Source: an optimization exercise on an open RTL-to-GDS flow (aim: small area, a short achievable clock period and few clock cycles per item). Production flows keep margins and buffers that such runs may drop.
RTL that was checked went through simulation tests only; none was proved equivalent to the original.
Power and IR-drop figures of this design are not reliable: the tool's default activity estimate is inflated in some of its runs.

==> nickel: inputs <==
Design hlsm_dp_param, start of the top module:
module hlsm_dp_param (
  input  logic        Clk,
  input  logic        Rst,
  input  logic        Start,
  input  logic [31:0] a,
  input  logic [31:0] b,
  input  logic [31:0] c,
  output logic        Busy,
  output logic        Done,
  output logic [31:0] z,
  output logic [31:0] x,
  output logic        Ovf
);
Settings: LEC_CHECK=0, CAP_MARGIN=20, CORE_MARGIN=2, CORE_UTILIZATION=40, CTS_BUF_LIST=sky130_fd_sc_hd__clkbuf_4 sky130_fd_sc_hd__clkbuf_8, SLEW_MARGIN=20, SYNTH_HIERARCHICAL=1, SYNTH_MINIMUM_KEEP_SIZE=0; clock period 12.5 ns.
standard.sh (not shown) runs the stock make flow with config.mk's settings and CLKGATE_MAP_FILE= SYNTH_SCRIPT=/design/flow/synth_recipe.tcl, a recipe that flattens the netlist after the stock synthesis.
==> flow/flow/run.sh <==
#!/bin/bash
# Own layout flow: the standard flow (standard.sh) in three parts.
#  1. standard synthesis, unchanged;
#  2. flow/downsize.tcl: every combinational cell that synthesis mapped to a
#     drive strength above 1 is set to strength 1 (same function and pins); the
#     resizer later upsizes what timing needs;
#  3. the rest of the standard flow, with a tighter internal repair target for
#     setup (SETUP_SLACK_MARGIN; the SDC is unchanged) and buf_2 port buffers.
# Each tool's output goes to a log file of its own here (and ORFS's per-step
# logs under orfs/logs).
set -euo pipefail
MARGIN=${MARGIN:-9}
bash standard.sh synth > make_synth.log 2>&1
openroad -no_init -exit flow/downsize.tcl > downsize.log 2>&1
bash standard.sh SETUP_SLACK_MARGIN=$MARGIN \
  "BUFFER_PORTS_ARGS=-buffer_cell sky130_fd_sc_hd__buf_2" finish > make_finish.log 2>&1
==> flow/flow/downsize.tcl <==
# Set combinational cells of drive strength > 1 to strength 1 in 1_synth.odb.
set odb_file orfs/results/sky130hd/hlsm_dp_param/base/1_synth.odb
read_db $odb_file
set db [ord::get_db]
set n 0
foreach inst [[ord::get_db_block] getInsts] {
  set m [$inst getMaster]
  set name [$m getName]
  if {[regexp {^(sky130_fd_sc_hd__)(\w+)_([0-9]+)$} $name -> pre base size]} {
    if {$size <= 1} continue
    if {[regexp {^(df|edf|sdf|dl|clk|buf|inv|conb|tap|fill|decap)} $base]} continue
    set small [$db findMaster ${pre}${base}_1]
    if {$small eq "NULL" || $small eq ""} continue
    # same pin names required
    set p1 [lsort [lmap t [$m getMTerms] {$t getName}]]
    set p2 [lsort [lmap t [$small getMTerms] {$t getName}]]
    if {$p1 ne $p2} continue
    $inst swapMaster $small
    incr n
  }
}
puts "downsized $n cells"
write_db $odb_file
==> zinc (differences from nickel) <==
--- a/flow/design.v
+++ b/flow/design.v
@@ -74,17 +74,17 @@
   end
   logic [32:0] xs;
   logic        ovk, ovm;
   assign x = xs[31:0];
   assign cfr  = bgr[7] | (bpr[7] & (bgr[6] | (bpr[6] & (bgr[5] | (bpr[5] & (bgr[4] | (bpr[4] & (bgr[3] | (bpr[3] & (bgr[2] | (bpr[2] & (bgr[1] | (bpr[1] & (bgr[0]))))))))))))));
   assign p32r = t32r ^ cfr;
   assign ovk = ov1 | p32r | (cfr & ~c3r31);
   assign ovm = cfr | ~c3r31;
-  hdp_aon u_ovf (ovk, ovm, xs[32], Ovf);
+  assign Ovf = ovk | (ovm & ~xs[32]);
   always_ff @(posedge Clk or posedge Rst) begin
     if (Rst) begin
       Busy <= 1'b0;
       Done <= 1'b0;
     end else begin
       Busy <= acc;
       Done <= Busy | (Done & ~acc);
     end
@@ -1067,19 +1067,16 @@
 endmodule
 module hdp_gp (input logic gh, input logic ph, input logic gl, input logic pl, output logic g, output logic p);
   assign g = gh | (ph & gl);
   assign p = ph & pl;
 endmodule
 module hdp_g (input logic gh, input logic ph, input logic gl, output logic g);
   assign g = gh | (ph & gl);
 endmodule
-module hdp_aon (input logic k, input logic m, input logic x, output logic y);
-  assign y = k | (m & ~x);
-endmodule
 module hdp_x2 (input logic a, input logic b, output logic y);
   assign y = a ^ b;
 endmodule
 module hdp_mj (input logic a, input logic b, input logic c, output logic y);
   assign y = (a & b) | (a & c) | (b & c);
 endmodule
 module hdp_bs (input logic one, input logic two, input logic neg, input logic a1, input logic a0, output logic p);
   assign p = ((one & a1) | (two & a0)) ^ neg;
--- a/flow/flow/run.sh
+++ b/flow/flow/run.sh
@@ -4,13 +4,13 @@
 #  2. flow/downsize.tcl: every combinational cell that synthesis mapped to a
 #     drive strength above 1 is set to strength 1 (same function and pins); the
 #     resizer later upsizes what timing needs;
 #  3. the rest of the standard flow, with a tighter internal repair target for
 #     setup (SETUP_SLACK_MARGIN; the SDC is unchanged) and buf_2 port buffers.
 # Each tool's output goes to a log file of its own here (and ORFS's per-step
 # logs under orfs/logs).
 set -euo pipefail
-MARGIN=${MARGIN:-9}
+MARGIN=${MARGIN:-7.5}
 bash standard.sh synth > make_synth.log 2>&1
 openroad -no_init -exit flow/downsize.tcl > downsize.log 2>&1
 bash standard.sh SETUP_SLACK_MARGIN=$MARGIN \
   "BUFFER_PORTS_ARGS=-buffer_cell sky130_fd_sc_hd__buf_2" finish > make_finish.log 2>&1
==> summary.md <==
| Metric | Value |
|---|---|
| # resized after CTS | 355 |
| Layout Cell Area excl Fill | 32,300 um2 |
| Post-synthesis average cell area | 11.1 um2 |
| Number of buffers created by CTS | 42 |
| Layout cell share with drive strength beyond 1 | 38.0% |
| Clock power frac | 6.9% |
| Comb pwr share | 77.8% |
| Length of the first detailed-routing pass in iterations | 6 |
| Filler cell count | 4,942 |
| Status | finished clean |
| FF-to-FF End | xpr[30] |
Source of the figures above: nickel

==> summary.md <==
| Metric | Value |
|---|---|
| Status | finished clean |
| Number of buffers created by CTS | 44 |
| Comb pwr share | 75.6% |
| Total power | 11.4 mW |
| Fin cells | 3,269 |
| Via Count | 19,106 |
| Post-synthesis average cell area | 11.1 um2 |
| Length of the first detailed-routing pass in iterations | 7 |
| Layout cell share with drive strength beyond 1 | 19.8% |
| Layout Cell Area excl Fill | 28,400 um2 |
| Clock power frac | 8.2% |
| # resized after CTS | 101 |
Source of the figures above: zinc

Function was not checked in any run of this note: the RTL went through the layout flow alone.

==> run a: inputs <==
Another version of the RTL of hlsm_dp_param (not shown whole).
==> flow/config.mk <==
export PLATFORM = sky130hd
export DESIGN_NAME = hlsm_dp_param
export DESIGN_NICKNAME = hlsm_dp_param
export VERILOG_FILES = /design/flow/design.v
export SDC_FILE = /design/flow/constraint.sdc
export NUM_CORES = 4
export LEC_CHECK = 0
export CAP_MARGIN = 20
export CORE_MARGIN = 2
export CORE_UTILIZATION = 40
export CTS_BUF_LIST = sky130_fd_sc_hd__clkbuf_4 sky130_fd_sc_hd__clkbuf_8
export SLEW_MARGIN = 20
export SYNTH_HIERARCHICAL = 1
export SYNTH_MINIMUM_KEEP_SIZE = 0
==> flow/constraint.sdc <==
create_clock -name core_clock -period 12.5 [get_ports {Clk}]
set_input_delay 2.5000 -clock core_clock [delete_from_list [all_inputs] [get_ports {Clk}]]
set_output_delay 2.5000 -clock core_clock [all_outputs]
set_load 0.01 [all_outputs]
==> flow/flow/run.sh <==
#!/bin/bash
# Own layout flow: the standard flow (standard.sh) in three parts.
#  1. standard synthesis, unchanged;
#  2. flow/downsize.tcl: every combinational cell that synthesis mapped to a
#     drive strength above 1 is set to strength 1 (same function and pins); the
#     resizer later upsizes what timing needs;
#  3. the rest of the standard flow, with a tighter internal repair target for
#     setup (SETUP_SLACK_MARGIN; the SDC is unchanged) and buf_2 port buffers.
# Each tool's output goes to a log file of its own here (and ORFS's per-step
# logs under orfs/logs).
set -euo pipefail
MARGIN=${MARGIN:-6}
bash standard.sh synth > make_synth.log 2>&1
openroad -no_init -exit flow/downsize.tcl > downsize.log 2>&1
bash standard.sh SETUP_SLACK_MARGIN=$MARGIN \
  "BUFFER_PORTS_ARGS=-buffer_cell sky130_fd_sc_hd__buf_2" finish > make_finish.log 2>&1
Scripts as last shown in full above: flow/flow/downsize.tcl
==> run b: changes against run a <==
--- a/flow/design.v
+++ b/flow/design.v
@@ -59,15 +59,23 @@
   logic [32:0] ts, tc;
   logic [31:0] s3, c3, xp, xg, xpr, xgr;
   logic        c3r31;
   logic [7:0] bg, bp, bgr, bpr;
   logic        t32r, cfr, p32r;
   for (genvar r = 0; r < 17; r++) begin : g_row
     for (genvar k = 0; k < 33 - 2*r; k++) begin : g_bit
-      hdp_bs u_bs (bo[r], bt[r], bn[r], (k < 32) ? ar[k] : 1'b0, (k >= 1 && k <= 32) ? ar[k-1] : 1'b0, pp[r][k]);
+      if (r == 16) begin : g_top
+        assign pp[r][k] = bo[r] & ar[k];             
+      end else if (k == 0) begin : g_lsb
+        assign pp[r][k] = (bo[r] & ar[k]) ^ bn[r];
+      end else if (k == 32) begin : g_msb
+        assign pp[r][k] = (bt[r] & ar[k-1]) ^ bn[r];
+      end else begin : g_mid
+        hdp_bs u_bs (bo[r], bt[r], bn[r], ar[k], ar[k-1], pp[r][k]);
+      end
     end
   end
   always_ff @(posedge Clk) begin
     if (Busy) begin
       xpr   <= xp;
       xgr   <= xg;
       c3r31 <= c3[31];
--- a/flow/flow/run.sh
+++ b/flow/flow/run.sh
@@ -5,12 +5,12 @@
 #     drive strength above 1 is set to strength 1 (same function and pins); the
 #     resizer later upsizes what timing needs;
 #  3. the rest of the standard flow, with a tighter internal repair target for
 #     setup (SETUP_SLACK_MARGIN; the SDC is unchanged) and buf_2 port buffers.
 # Each tool's output goes to a log file of its own here (and ORFS's per-step
 # logs under orfs/logs).
 set -euo pipefail
-MARGIN=${MARGIN:-6}
+MARGIN=${MARGIN:-7.5}
 bash standard.sh synth > make_synth.log 2>&1
 openroad -no_init -exit flow/downsize.tcl > downsize.log 2>&1
 bash standard.sh SETUP_SLACK_MARGIN=$MARGIN \
   "BUFFER_PORTS_ARGS=-buffer_cell sky130_fd_sc_hd__buf_2" finish > make_finish.log 2>&1
==> run c: changes against run a <==
--- a/flow/design.v
+++ b/flow/design.v
@@ -59,15 +59,23 @@
   logic [32:0] ts, tc;
   logic [31:0] s3, c3, xp, xg, xpr, xgr;
   logic        c3r31;
   logic [7:0] bg, bp, bgr, bpr;
   logic        t32r, cfr, p32r;
   for (genvar r = 0; r < 17; r++) begin : g_row
     for (genvar k = 0; k < 33 - 2*r; k++) begin : g_bit
-      hdp_bs u_bs (bo[r], bt[r], bn[r], (k < 32) ? ar[k] : 1'b0, (k >= 1 && k <= 32) ? ar[k-1] : 1'b0, pp[r][k]);
+      if (r == 16) begin : g_top
+        assign pp[r][k] = bo[r] & ar[k];             
+      end else if (k == 0) begin : g_lsb
+        assign pp[r][k] = (bo[r] & ar[k]) ^ bn[r];
+      end else if (k == 32) begin : g_msb
+        assign pp[r][k] = (bt[r] & ar[k-1]) ^ bn[r];
+      end else begin : g_mid
+        hdp_bs u_bs (bo[r], bt[r], bn[r], ar[k], ar[k-1], pp[r][k]);
+      end
     end
   end
   always_ff @(posedge Clk) begin
     if (Busy) begin
       xpr   <= xp;
       xgr   <= xg;
       c3r31 <= c3[31];
--- a/flow/flow/run.sh
+++ b/flow/flow/run.sh
@@ -5,12 +5,12 @@
 #     drive strength above 1 is set to strength 1 (same function and pins); the
 #     resizer later upsizes what timing needs;
 #  3. the rest of the standard flow, with a tighter internal repair target for
 #     setup (SETUP_SLACK_MARGIN; the SDC is unchanged) and buf_2 port buffers.
 # Each tool's output goes to a log file of its own here (and ORFS's per-step
 # logs under orfs/logs).
 set -euo pipefail
-MARGIN=${MARGIN:-6}
+MARGIN=${MARGIN:-8.25}
 bash standard.sh synth > make_synth.log 2>&1
 openroad -no_init -exit flow/downsize.tcl > downsize.log 2>&1
 bash standard.sh SETUP_SLACK_MARGIN=$MARGIN \
   "BUFFER_PORTS_ARGS=-buffer_cell sky130_fd_sc_hd__buf_2" finish > make_finish.log 2>&1
==> run d: changes against run a <==
--- a/flow/flow/run.sh
+++ b/flow/flow/run.sh
@@ -5,12 +5,12 @@
 #     drive strength above 1 is set to strength 1 (same function and pins); the
 #     resizer later upsizes what timing needs;
 #  3. the rest of the standard flow, with a tighter internal repair target for
 #     setup (SETUP_SLACK_MARGIN; the SDC is unchanged) and buf_2 port buffers.
 # Each tool's output goes to a log file of its own here (and ORFS's per-step
 # logs under orfs/logs).
 set -euo pipefail
-MARGIN=${MARGIN:-6}
+MARGIN=${MARGIN:-7.5}
 bash standard.sh synth > make_synth.log 2>&1
 openroad -no_init -exit flow/downsize.tcl > downsize.log 2>&1
 bash standard.sh SETUP_SLACK_MARGIN=$MARGIN \
   "BUFFER_PORTS_ARGS=-buffer_cell sky130_fd_sc_hd__buf_2" finish > make_finish.log 2>&1
==> comparison table <==
Worst ir drop on vdd: run b 0.000641 V; run a 0.000534 V; run c 0.000707 V; run d 0.000547 V
Post-CTS clock slew at the launch and capture registers of the worst setup and hold paths: run b 50 ps; run a 80 ps; run c 60 ps; run d 60 ps
Via/cell ratio: run b 5.73; run a 5.69; run c 5.74; run d 5.76
Worst clock skew: run b 37.5 ps; run a 60.0 ps; run c 35.4 ps; run d 30.1 ps
Average routed wire per standard cell: run b 23.8 um; run a 23.4 um; run c 25.1 um; run d 24.1 um
Setup CP Type: run b register to output pin; run a register to register; run c register to output pin; run d register to output pin
Final Routed Wirelength: run b 73,900 um; run a 71,400 um; run c 78,800 um; run d 75,900 um
Sequential cell area: run b 0.00623 mm2; run a 0.00608 mm2; run c 0.00629 mm2; run d 0.00623 mm2
CP Max Fanout: run b 5; run a 19; run c 6; run d 5
RSZ-0062 raised after global routing: run b true; run a false; run c true; run d true
Status: run b complete, no violations; run a complete, no violations; run c complete, no violations; run d complete, no violations
GR Util met1: run b 0.310; run a 0.312; run c 0.327; run d 0.323
Sequential fraction of design power: run b 0.173; run a 0.184; run c 0.151; run d 0.178
Share of the final layout cell area in multi-input gates: run b 0.630; run a 0.647; run c 0.629; run d 0.629
Fraction of final layout cells sized beyond drive strength 1: run b 0.197; run a 0.121; run c 0.323; run d 0.202
Initial Util: run b 0.404; run a 0.405; run c 0.404; run d 0.405
Top routing layer in use: run b met5; run a met4; run c met4; run d met5
Met2 demand-to-capacity share in global routing: run b 0.406; run a 0.397; run c 0.446; run d 0.417
Net Sw Power: run b 4.48 mW; run a 4.26 mW; run c 5.00 mW; run d 4.39 mW
Placed wire-length estimate: run b 53,100 um; run a 53,900 um; run c 53,600 um; run d 53,800 um
Startpoint of the worst setup timing path: run b xgr[0]; run a bo[7]; run c xpr[1]; run d xpr[1]
Die width: run b 246 um; run a 246 um; run c 246 um; run d 246 um
Post-layout net count: run b 2,852; run a 2,801; run c 2,893; run d 2,889
Count of cells along the worst register-to-register path: run b 12; run a 10; run c 10; run d 10
Reg-to-reg critical path endpoint: run b xpr[28]; run a xpr[31]; run c xpr[31]; run d xpr[30]
Required time at the endpoint of the critical path: run b 10,000 ps; run a 12,860 ps; run c 10,000 ps; run d 10,000 ps
FMAX: run b 199 MHz; run a 178 MHz; run c 197 MHz; run d 198 MHz
Testbench counts of run a, summed over its fixed seeds: cycles 4,800, items 2,400.
Testbench counts of run d, summed over its fixed seeds: cycles 4,800, items 2,400.
Function not checked in run b and run c: the RTL went through the layout flow alone.

[separate check: timing with driven ports]
Ports are ideal in the flow. The routed layouts listed here were re-timed in OpenROAD. Step 1 (the two cells are an assumption about what drives the block):
set clk [get_ports {Clk}]
set_driving_cell -lib_cell sky130_fd_sc_hd__clkbuf_16 $clk
set_driving_cell -lib_cell sky130_fd_sc_hd__buf_2 [delete_from_list [all_inputs] $clk]
Step 2 also shifts input and output timing later by t, the mid clock arrival at the registers, as if the neighbouring blocks saw the same clock. Three values: ideal ports, drivers, drivers and shift; two values: the first two.
run	shift t [ns]	setup slack, ns	clock arrival spread, ns	worst data-port slew with drivers (ns)
nickel	0.699	7.385 / 7.334 / 7.155	0.067 / 0.066	0.14
zinc	0.690	7.233 / 7.171 / 6.851	0.063 / 0.063	0.06
run a	0.676	6.897 / 6.897 / 6.897	0.061 / 0.060	0.09
run b	0.680	7.478 / 7.428 / 6.953	0.038 / 0.038	0.07
run c	0.678	7.425 / 7.373 / 7.186	0.036 / 0.035	0.09
run d	0.679	7.446 / 7.389 / 6.941	0.030 / 0.030	0.07
After both steps every run listed still meets setup and hold. The setup slack of run b, which loses most, moves by -0.050 ns with the drivers and by -0.525 ns with both steps.
